Source: an optimization exercise on an open RTL-to-GDS flow (aim: small area, a short achievable clock period and few clock cycles per item). Production flows keep margins and buffers that such runs may drop.
Where RTL was checked, it was by simulation tests only, not by an equivalence proof against the original.
No activity file was given, so power comes from the tool's default toggle rates.

== job 101 ==
==> flow/design.v <==
`default_nettype none
package gf_field_pkg;
   localparam int GF_WIDTH  = 32;
   localparam int GF_HALF   = GF_WIDTH / 2;
   localparam int GF_PROD_W = 2 * GF_WIDTH - 1;
   localparam int GF_PART_W = 2 * GF_HALF - 1;
   localparam int GF_LANES  = 3;
   typedef logic [GF_HALF-1:0]   gf_half_t;
   typedef logic [GF_PART_W-1:0] gf_partial_t;
   typedef logic [GF_PROD_W-1:0] gf_product_t;
   typedef logic [GF_WIDTH-1:0]  gf_word_t;
endpackage
`default_nettype wire
`default_nettype none
package wb_bus_pkg;
   localparam int WB_ADR_W = 4;
   localparam int WB_DAT_W = 32;
   typedef struct packed {
      logic                cyc;
      logic                stb;
      logic                we;
      logic [WB_ADR_W-1:0] adr;
      logic [WB_DAT_W-1:0] dat_w;
   } wb_req_t;
   typedef struct packed {
      logic                ack;
      logic [WB_DAT_W-1:0] dat_r;
   } wb_rsp_t;
   localparam logic [WB_ADR_W-1:0] REG_OPA     = 4'd0;
   localparam logic [WB_ADR_W-1:0] REG_OPB     = 4'd1;
   localparam logic [WB_ADR_W-1:0] REG_PROD_LO = 4'd2;
   localparam logic [WB_ADR_W-1:0] REG_PROD_HI = 4'd3;
   localparam logic [WB_ADR_W-1:0] REG_RESULT  = 4'd4;
   localparam logic [WB_ADR_W-1:0] REG_STATUS  = 4'd5;
   localparam int STATUS_BUSY_BIT = 0;
endpackage
`default_nettype wire
`default_nettype none
module clmul_kara
#(
   parameter int N   = 32,
   parameter int LEV = 1
) (
   input  logic [N-1:0]   a,
   input  logic [N-1:0]   b,
   output logic [2*N-2:0] p
);
   if (LEV == 0 || N < 4) begin : g_sb
      always_comb begin
         p = '0;
         for (int i = 0; i < N; i++) begin
            for (int j = 0; j < N; j++) begin
               p[i+j] = p[i+j] ^ (a[i] & b[j]);
            end
         end
      end
   end else begin : g_k
      localparam int H = N / 2;
      logic [2*H-2:0] z0, z1, z2, mid;
      clmul_kara #(.N(H), .LEV(LEV-1)) u_lo  (.a(a[H-1:0]),            .b(b[H-1:0]),            .p(z0));
      clmul_kara #(.N(H), .LEV(LEV-1)) u_mid (.a(a[H-1:0] ^ a[N-1:H]), .b(b[H-1:0] ^ b[N-1:H]), .p(z1));
      clmul_kara #(.N(H), .LEV(LEV-1)) u_hi  (.a(a[N-1:H]),            .b(b[N-1:H]),            .p(z2));
      assign mid = z0 ^ z1 ^ z2;
      always_comb begin
         p = '0;
         p[2*H-2:0]   = z0;
         p[2*N-2:N]   = z2;
         p[H +: 2*H-1] = p[H +: 2*H-1] ^ mid;
      end
   end
endmodule
module clmul_32x16
(
   input  logic [31:0] a,
   input  logic [15:0] b,
   output logic [46:0] p
);
   logic [30:0] lo, hi;
   clmul_kara #(.N(16), .LEV(0)) u_lo (.a(a[15:0]),  .b(b), .p(lo));
   clmul_kara #(.N(16), .LEV(0)) u_hi (.a(a[31:16]), .b(b), .p(hi));
   assign p = {16'd0, lo} ^ {hi, 16'd0};
endmodule
`default_nettype wire
`default_nettype none
module gf_reduce
#(
   parameter logic [31:0] FIELD_POLY = 32'h0000_008D
) (
   input  logic [62:0] product,
   output logic [31:0] result
);
   logic [62:0] rem;
   always_comb begin
      rem = product;
      for (int i = 62; i >= 32; i--) begin
         if (rem[i]) begin
            rem = rem ^ (63'd1 << i) ^ ({31'd0, FIELD_POLY} << (i - 32));
         end
      end
   end
   assign result = rem[31:0];
endmodule
`default_nettype wire
`default_nettype none
module gf_mul_top
#(
   parameter logic [31:0] FIELD_POLY = 32'h0000_008D
) (
   input  logic        clk,
   input  logic        rst,
   input  logic        wb_cyc_i,
   input  logic        wb_stb_i,
   input  logic        wb_we_i,
   input  logic [3:0]  wb_adr_i,
   input  logic [31:0] wb_dat_i,
   output logic        wb_ack_o,
   output logic [31:0] wb_dat_o
);
   logic [31:0] op_a;
   logic [31:0] op_b;
   logic [62:0] prod_q;
   logic        busy;       
   logic        sel_new;    
   logic [15:0] mul_b;
   logic [46:0] part;
   logic [31:0] result;
   logic        req;
   logic        wr;
   logic        hold;
   assign req  = wb_cyc_i && wb_stb_i;
   assign wr   = req && wb_we_i;
   assign hold = busy && (wb_we_i ? (wb_adr_i == 4'd1)
                                  : (wb_adr_i == 4'd2 || wb_adr_i == 4'd3 || wb_adr_i == 4'd4));
   assign wb_ack_o = req && !hold;
   assign mul_b = sel_new ? wb_dat_i[31:16] : op_b[15:0];
   clmul_32x16 u_clmul (.a(op_a), .b(mul_b), .p(part));
   gf_reduce #(.FIELD_POLY(FIELD_POLY)) u_reduce (.product(prod_q), .result(result));
   always_ff @(posedge clk) begin
      if (rst) begin
         op_a   <= '0;
         op_b   <= '0;
         prod_q <= '0;
         busy   <= 1'b0;
         sel_new <= 1'b1;
      end else begin
         busy <= 1'b0;
         sel_new <= 1'b1;
         if (busy) begin
            prod_q <= {prod_q[46:0], 16'd0} ^ {16'd0, part};
         end else if (wr && wb_adr_i == 4'd1) begin
            op_b   <= wb_dat_i;
            prod_q <= {16'd0, part};
            busy   <= 1'b1;
            sel_new <= 1'b0;
         end
         if (wr && wb_adr_i == 4'd0) op_a <= wb_dat_i;
      end
   end
   logic [31:0] rd_other;
   always_comb begin
      case (wb_adr_i)
         4'd0:    rd_other = op_a;
         4'd1:    rd_other = op_b;
         4'd2:    rd_other = prod_q[31:0];
         4'd3:    rd_other = {1'b0, prod_q[62:32]};
         4'd5:    rd_other = {31'd0, busy};
         default: rd_other = '0;
      endcase
   end
   assign wb_dat_o = rd_other | (result & {32{wb_adr_i == 4'd4}});
endmodule
`default_nettype wire
Settings: LEC_CHECK=0, CAP_MARGIN=20, CORE_MARGIN=2, CORE_UTILIZATION=40, SETUP_SLACK_MARGIN=0.3, SLEW_MARGIN=20; clock period 3.0 ns.
standard.sh (not shown) runs the stock make flow with config.mk's settings and CLKGATE_MAP_FILE= SYNTH_SCRIPT=/design/flow/synth_recipe.tcl, a recipe that flattens the netlist after the stock synthesis.
==> flow/flow/run.sh <==
#!/bin/bash
# The standard layout, with two changes: the input and output port buffers are made from
# plain buf cells, and a222oi (which the library has in one drive strength only, so timing
# repair cannot size it up) is added to the platform's don't-use list.
set -euo pipefail
DONT_USE="sky130_fd_sc_hd__probe_p_8 sky130_fd_sc_hd__probec_p_8 sky130_fd_sc_hd__lpflow_bleeder_1 sky130_fd_sc_hd__lpflow_clkbufkapwr_1 sky130_fd_sc_hd__lpflow_clkbufkapwr_16 sky130_fd_sc_hd__lpflow_clkbufkapwr_2 sky130_fd_sc_hd__lpflow_clkbufkapwr_4 sky130_fd_sc_hd__lpflow_clkbufkapwr_8 sky130_fd_sc_hd__lpflow_clkinvkapwr_1 sky130_fd_sc_hd__lpflow_clkinvkapwr_16 sky130_fd_sc_hd__lpflow_clkinvkapwr_2 sky130_fd_sc_hd__lpflow_clkinvkapwr_4 sky130_fd_sc_hd__lpflow_clkinvkapwr_8 sky130_fd_sc_hd__lpflow_decapkapwr_12 sky130_fd_sc_hd__lpflow_decapkapwr_3 sky130_fd_sc_hd__lpflow_decapkapwr_4 sky130_fd_sc_hd__lpflow_decapkapwr_6 sky130_fd_sc_hd__lpflow_decapkapwr_8 sky130_fd_sc_hd__lpflow_inputiso0n_1 sky130_fd_sc_hd__lpflow_inputiso0p_1 sky130_fd_sc_hd__lpflow_inputiso1n_1 sky130_fd_sc_hd__lpflow_inputiso1p_1 sky130_fd_sc_hd__lpflow_inputisolatch_1 sky130_fd_sc_hd__lpflow_isobufsrc_1 sky130_fd_sc_hd__lpflow_isobufsrc_16 sky130_fd_sc_hd__lpflow_isobufsrc_2 sky130_fd_sc_hd__lpflow_isobufsrc_4 sky130_fd_sc_hd__lpflow_isobufsrc_8 sky130_fd_sc_hd__lpflow_isobufsrckapwr_16 sky130_fd_sc_hd__lpflow_lsbuf_lh_hl_isowell_tap_1 sky130_fd_sc_hd__lpflow_lsbuf_lh_hl_isowell_tap_2 sky130_fd_sc_hd__lpflow_lsbuf_lh_hl_isowell_tap_4 sky130_fd_sc_hd__lpflow_lsbuf_lh_isowell_4 sky130_fd_sc_hd__lpflow_lsbuf_lh_isowell_tap_1 sky130_fd_sc_hd__lpflow_lsbuf_lh_isowell_tap_2 sky130_fd_sc_hd__lpflow_lsbuf_lh_isowell_tap_4 sky130_fd_sc_hd__a222oi_1"
bash standard.sh "BUFFER_PORTS_ARGS=-buffer_cell sky130_fd_sc_hd__buf_4" "DONT_USE_CELLS=$DONT_USE" finish > make_finish.log 2>&1
Input changes introduced in job 102 (baseline for comparison: job 101):
==> flow/design.v, changed modules only <==
module gf_mul_top
#(
   parameter logic [31:0] FIELD_POLY = 32'h0000_008D
) (
   input  logic        clk,
   input  logic        rst,
   input  logic        wb_cyc_i,
   input  logic        wb_stb_i,
   input  logic        wb_we_i,
   input  logic [3:0]  wb_adr_i,
   input  logic [31:0] wb_dat_i,
   output logic        wb_ack_o,
   output logic [31:0] wb_dat_o
);
   logic [31:0] op_a;
   logic [31:0] op_b;
   logic [62:0] prod_q;
   logic [62:0] prod_c;
   logic [31:0] result;
   logic        req;
   assign req      = wb_cyc_i && wb_stb_i;
   assign wb_ack_o = req;
   clmul_kara #(.N(32), .LEV(1)) u_clmul (.a(op_a), .b(wb_dat_i), .p(prod_c));
   gf_reduce #(.FIELD_POLY(FIELD_POLY)) u_reduce (.product(prod_q), .result(result));
   always_ff @(posedge clk) begin
      if (rst) begin
         op_a   <= '0;
         op_b   <= '0;
         prod_q <= '0;
      end else if (req && wb_we_i) begin
         if (wb_adr_i == 4'd0) op_a <= wb_dat_i;
         if (wb_adr_i == 4'd1) begin
            op_b   <= wb_dat_i;
            prod_q <= prod_c;
         end
      end
   end
   always_comb begin
      case (wb_adr_i)
         4'd0:    wb_dat_o = op_a;
         4'd1:    wb_dat_o = op_b;
         4'd2:    wb_dat_o = prod_q[31:0];
         4'd3:    wb_dat_o = {1'b0, prod_q[62:32]};
         4'd4:    wb_dat_o = result;
         default: wb_dat_o = '0;
      endcase
   end
endmodule
// module clmul_32x16 removed
[summary]
- Sort job 101 and job 102 by portion of the layout cell area used by non-clock buffers, descending, and job 102 comes first.
- Cmp job 102 vs job 101: combinational power higher in job 102
- Re power share of the clock group: job 101 was higher than job 102.
- Per the comparison of job 102 with job 101, internal power summed over all cells now sits lower, number of signal-net buffers in the layout now sits higher, via count now sits higher, wire length of the first global-routing pass now sits higher.
Testbench counts of job 102, summed over its fixed seeds: cycles 11,152, items 3,200.
The RTL of job 101 was laid out without a check of its function.

-- re-timing with driven ports --
The results above use ideal ports. As a check the final layouts listed here were re-extracted and re-timed, cells and wires unchanged.
Step 1 (the two cells are an assumption about what drives the block):
set clk [get_ports {clk}]
set_driving_cell -lib_cell sky130_fd_sc_hd__clkbuf_16 $clk
set_driving_cell -lib_cell sky130_fd_sc_hd__buf_2 [delete_from_list [all_inputs] $clk]
Step 2 times the ports against the registers' clock, not the clock port: input delays grow and output delays shrink by t, the midpoint of the rising clock arrivals with the driver on.
Slacks: ideal ports / drivers / drivers and shift; pairs: ideal ports / drivers.
run | t, ns | slack for setup (ns) | worst data-port slew with drivers (ns)
job 101 | 0.497 | 0.297 / 0.244 / 0.209 | 0.05
job 102 | 0.488 | 0.317 / 0.266 / 0.125 | 0.04
After both steps setup and hold are still met in every run listed. The setup slack of job 102, which loses most, moves by -0.051 ns with the drivers and by -0.192 ns with both steps.
